What follows belongs to an exercise in optimizing a design on an open flow for small area; a production flow would make more cautious choices.
Power is estimated from default activity; no workload was simulated. The flow treats the clock pin as an ideal source, which a real chip does not have.

Setup of v58:
// sobel_image_processor
module sobel_image_processor
#(
  parameter int WIDTH      = 100,
  parameter int DATA_WIDTH = 8
) (
  input  logic                    clk,
  input  logic                    rst_n,
  input  logic                    shift_en,
  input  logic [3*DATA_WIDTH-1:0] data_in,
  output logic [3*DATA_WIDTH-1:0] out_pixel
);
  localparam int COL_W = (WIDTH > 1) ? $clog2(WIDTH) : 1;
  logic [COL_W-1:0] col_reg;
  logic [1:0]       row_reg;
  always_ff @(posedge clk or negedge rst_n) begin
    if (!rst_n) begin
      col_reg <= '0;
      row_reg <= '0;
    end else if (shift_en) begin
      if (col_reg == COL_W'(WIDTH - 1)) begin
        col_reg <= '0;
        if (row_reg != 2'd3) row_reg <= row_reg + 2'd1;
      end else begin
        col_reg <= col_reg + 1'b1;
      end
    end
  end
  sobel_pkg::pix_t y_comb, y_reg;
  sobel_gray u_gray (.rgb(data_in), .y(y_comb));
  always_ff @(posedge clk) begin
    if (shift_en) y_reg <= ~y_comb;
  end
  sobel_pkg::pix_t w [3][3];
  sobel_pkg::pix_t lb_out [2];
  line_buffer #(.DEPTH(WIDTH - 3)) u_lb1 (
    .clk (clk), .en(shift_en), .din(w[0][2]), .dout(lb_out[0])
  );
  line_buffer #(.DEPTH(WIDTH - 3)) u_lb2 (
    .clk (clk), .en(shift_en), .din(w[1][2]), .dout(lb_out[1])
  );
  always_ff @(posedge clk) begin
    if (shift_en) begin
      w[0][0] <= y_reg;
      w[1][0] <= lb_out[0];
      w[2][0] <= lb_out[1];
      for (int r = 0; r < 3; r++) begin
        w[r][1] <= w[r][0];
        w[r][2] <= (r == 1) ? ~w[r][1] : w[r][1];
      end
    end
  end
  sobel_pkg::pix_t mag;
  sobel_mag u_mag (
    .n00(w[0][0]), .n01(w[0][1]), .n02(w[0][2]),
    .n10(w[1][0]), .n11(w[1][1]), .p12(w[1][2]),
    .p20(w[2][0]), .p21(w[2][1]), .p22(w[2][2]),
    .mag(mag)
  );
  logic valid;
  assign valid = ((col_reg >= COL_W'(4)) && (row_reg >= 2'd2)) ||
                 ((col_reg <  COL_W'(2)) && (row_reg == 2'd3));
  sobel_pkg::pix_t out_reg;
  always_ff @(posedge clk or negedge rst_n) begin
    if (!rst_n) begin
  ...
Size: roughly 2000 cells after synthesis, roughly 51 I/O pins, ~53000 µm² of cells after synthesis.
clock: 10.0 ns
lec_check: 0
cap_margin: 20
core_margin: 2
core_utilization: 60
slew_margin: 20
standard.sh (not shown) runs the stock make flow with config.mk's settings and CLKGATE_MAP_FILE= SYNTH_SCRIPT=/design/flow/synth_recipe.tcl, a recipe that flattens the netlist after the stock synthesis.
==> flow/flow/run.sh <==
#!/bin/bash
# Layout flow: the standard flow (standard.sh) with three changes.
#  1. After the standard synthesis, fa_polarity.py picks for every full-adder
#     cell its plain or its dual form (FA(~a,~b,~c) = ~FA(a,b,c)) so that the
#     netlist needs fewer inverters; registers are not touched.
#  2. Clock tree synthesis runs without dummy loads.
#  3. Ports are buffered with sky130_fd_sc_hd__buf_1.
# Each tool's output goes to a log of its own in this folder.
set -euo pipefail
source flow/settings.sh
bash standard.sh synth > standard_synth.log 2>&1
R=orfs/results/sky130hd/sobel_image_processor/base
cp $R/1_2_yosys.v $R/1_2_yosys_standard.v
python3 flow/fa_polarity.py $R/1_2_yosys_standard.v $R/1_2_yosys.v > fa_polarity.log 2>&1
rm -f $R/1_synth.odb $R/1_synth.sdc
bash standard.sh finish > standard_finish.log 2>&1
==> flow/flow/settings.sh <==
# Settings for run.sh, read by the ORFS make through the environment.
export CTS_ARGS="-sink_clustering_enable -repair_clock_nets -dont_use_dummy_load -sink_buffer_max_cap_derate 0.5 -buf_list sky130_fd_sc_hd__clkbuf_16"
export BUFFER_PORTS_ARGS="-buffer_cell sky130_fd_sc_hd__buf_1"
Other scripts of this flow, unchanged in this note and not shown: flow/flow/fa_polarity.py
What v46 does differently from v58 at the input level:
Settings: a change of CORE_UTILIZATION from 60 to 55.
==> flow/flow/settings.sh <==
# Settings for run.sh, read by the ORFS make through the environment.
export CTS_ARGS="-sink_clustering_enable -repair_clock_nets -dont_use_dummy_load -sink_clustering_size 36 -sink_clustering_max_diameter 70 -buf_list sky130_fd_sc_hd__clkbuf_16"
export BUFFER_PORTS_ARGS="-buffer_cell sky130_fd_sc_hd__buf_1"
Notes after the runs:
Higher final worst slack was reported by v46, not v58.
Between v46 and v58, it is v46 whose switching part of the total power is higher, by 0.64 points.
For the wire length after detailed routing, v46 came in 1500 µm lower than v58 did.
Relative to v46, the following input files were edited for v45:
Settings: swapping 55 for 60 in CORE_UTILIZATION.
==> flow/flow/settings.sh <==
# Settings for run.sh, read by the ORFS make through the environment.
export CTS_ARGS="-sink_clustering_enable -repair_clock_nets -dont_use_dummy_load -sink_clustering_size 36 -sink_clustering_max_diameter 60 -buf_list sky130_fd_sc_hd__clkbuf_16"
export BUFFER_PORTS_ARGS="-buffer_cell sky130_fd_sc_hd__buf_1"
==> run summary <==
- Across v46 and v45, none had a timing, DRC or antenna violation.
- Number of gates on the worst path with buffers counted in v45 is 6.1% lower than in v46
- Diff v46 -> v45 | amount of wire on met3 after detailed routing | up by a few percent
- There was hardly any difference in overall routed net length between v45 and v46.
- Between v46 and v45, the detailed placer's ending HPWL is lower for v45.
- Relative to v46, floorplan die area has decreased by 8.2% in v45.
- v45 vs v46: switching power of the nets up by a few percent
- Re number of buffers inserted to repair setup after CTS: v46 and v45 aren't equal, and the lower value belongs to v45.
- Of v45 and v46, it is v45 that has the lower first-pass GRT wire length.
- Total of clock buffers placed in the layout: higher on v45
- A critical path launch point of w[0][0]$_DFFE_PP_ is what v45 shows, while w[6][0]$_DFFE_PP_ belongs to v46.
- Fraction of area in registers, v46 and v45, higher one = v46.
--- input diff v45..v49 ---
==> flow/flow/settings.sh <==
# Settings for run.sh, read by the ORFS make through the environment.
export CTS_ARGS="-sink_clustering_enable -repair_clock_nets -dont_use_dummy_load -sink_clustering_size 32 -sink_clustering_max_diameter 90 -buf_list sky130_fd_sc_hd__clkbuf_16"
export BUFFER_PORTS_ARGS="-buffer_cell sky130_fd_sc_hd__buf_1"
==> run summary <==
Side by side, fraction of power consumed by the clock network turned out lower in v49 than in v45.
v49 vs v45 — fmax climbed slightly
Per the comparison of v49 with v45, critical path depth up 3.2%, fraction of power spent switching nets rose 0.22 points, met2 track utilization from global routing closely matched the old numbers, height of the chip comparable.
Share of cell area taken by flip-flops and latches: v45 and v49 compared, higher one is v49
v49 -> v45: reported sequential group power flat
Note that the power recorded for v45 amounts to 1.06 times the value seen in v49.
No functional check of the RTL was part of any run of this note.

==> what the ideal ports hide <==
The results above use ideal ports. As a check the final layouts listed here were re-extracted and re-timed, cells and wires unchanged.
Step 1, drivers: a clkbuf_16 drives clk and a buf_2 each remaining input, both assumed.
Step 2, shift: input delay + t, output delay - t, t = (earliest + latest rising clock arrival at the registers) / 2. This alone moves slack from input paths to output paths.
Three values: ideal ports, drivers, drivers and shift; two values: the first two.
run	shift t [ns]	setup WS [ns]	clock arrival spread, ns	worst register clock-pin slew, ns
v58	0.768	0.421 / 0.421 / -0.012	0.065 / 0.065	0.06 / 0.06
v46	0.666	0.465 / 0.465 / -0.002	0.111 / 0.111	0.12 / 0.12
v45	0.709	0.411 / 0.411 / -0.036	0.093 / 0.092	0.11 / 0.11
v49	0.689	0.465 / 0.465 / 0.038	0.061 / 0.061	0.11 / 0.11
Met with ideal ports but missed after step 2: setup timing in v58, v46 and v45. The setup slack of v46, which loses most, moves by 0.000 ns with the drivers and by -0.467 ns with both steps.
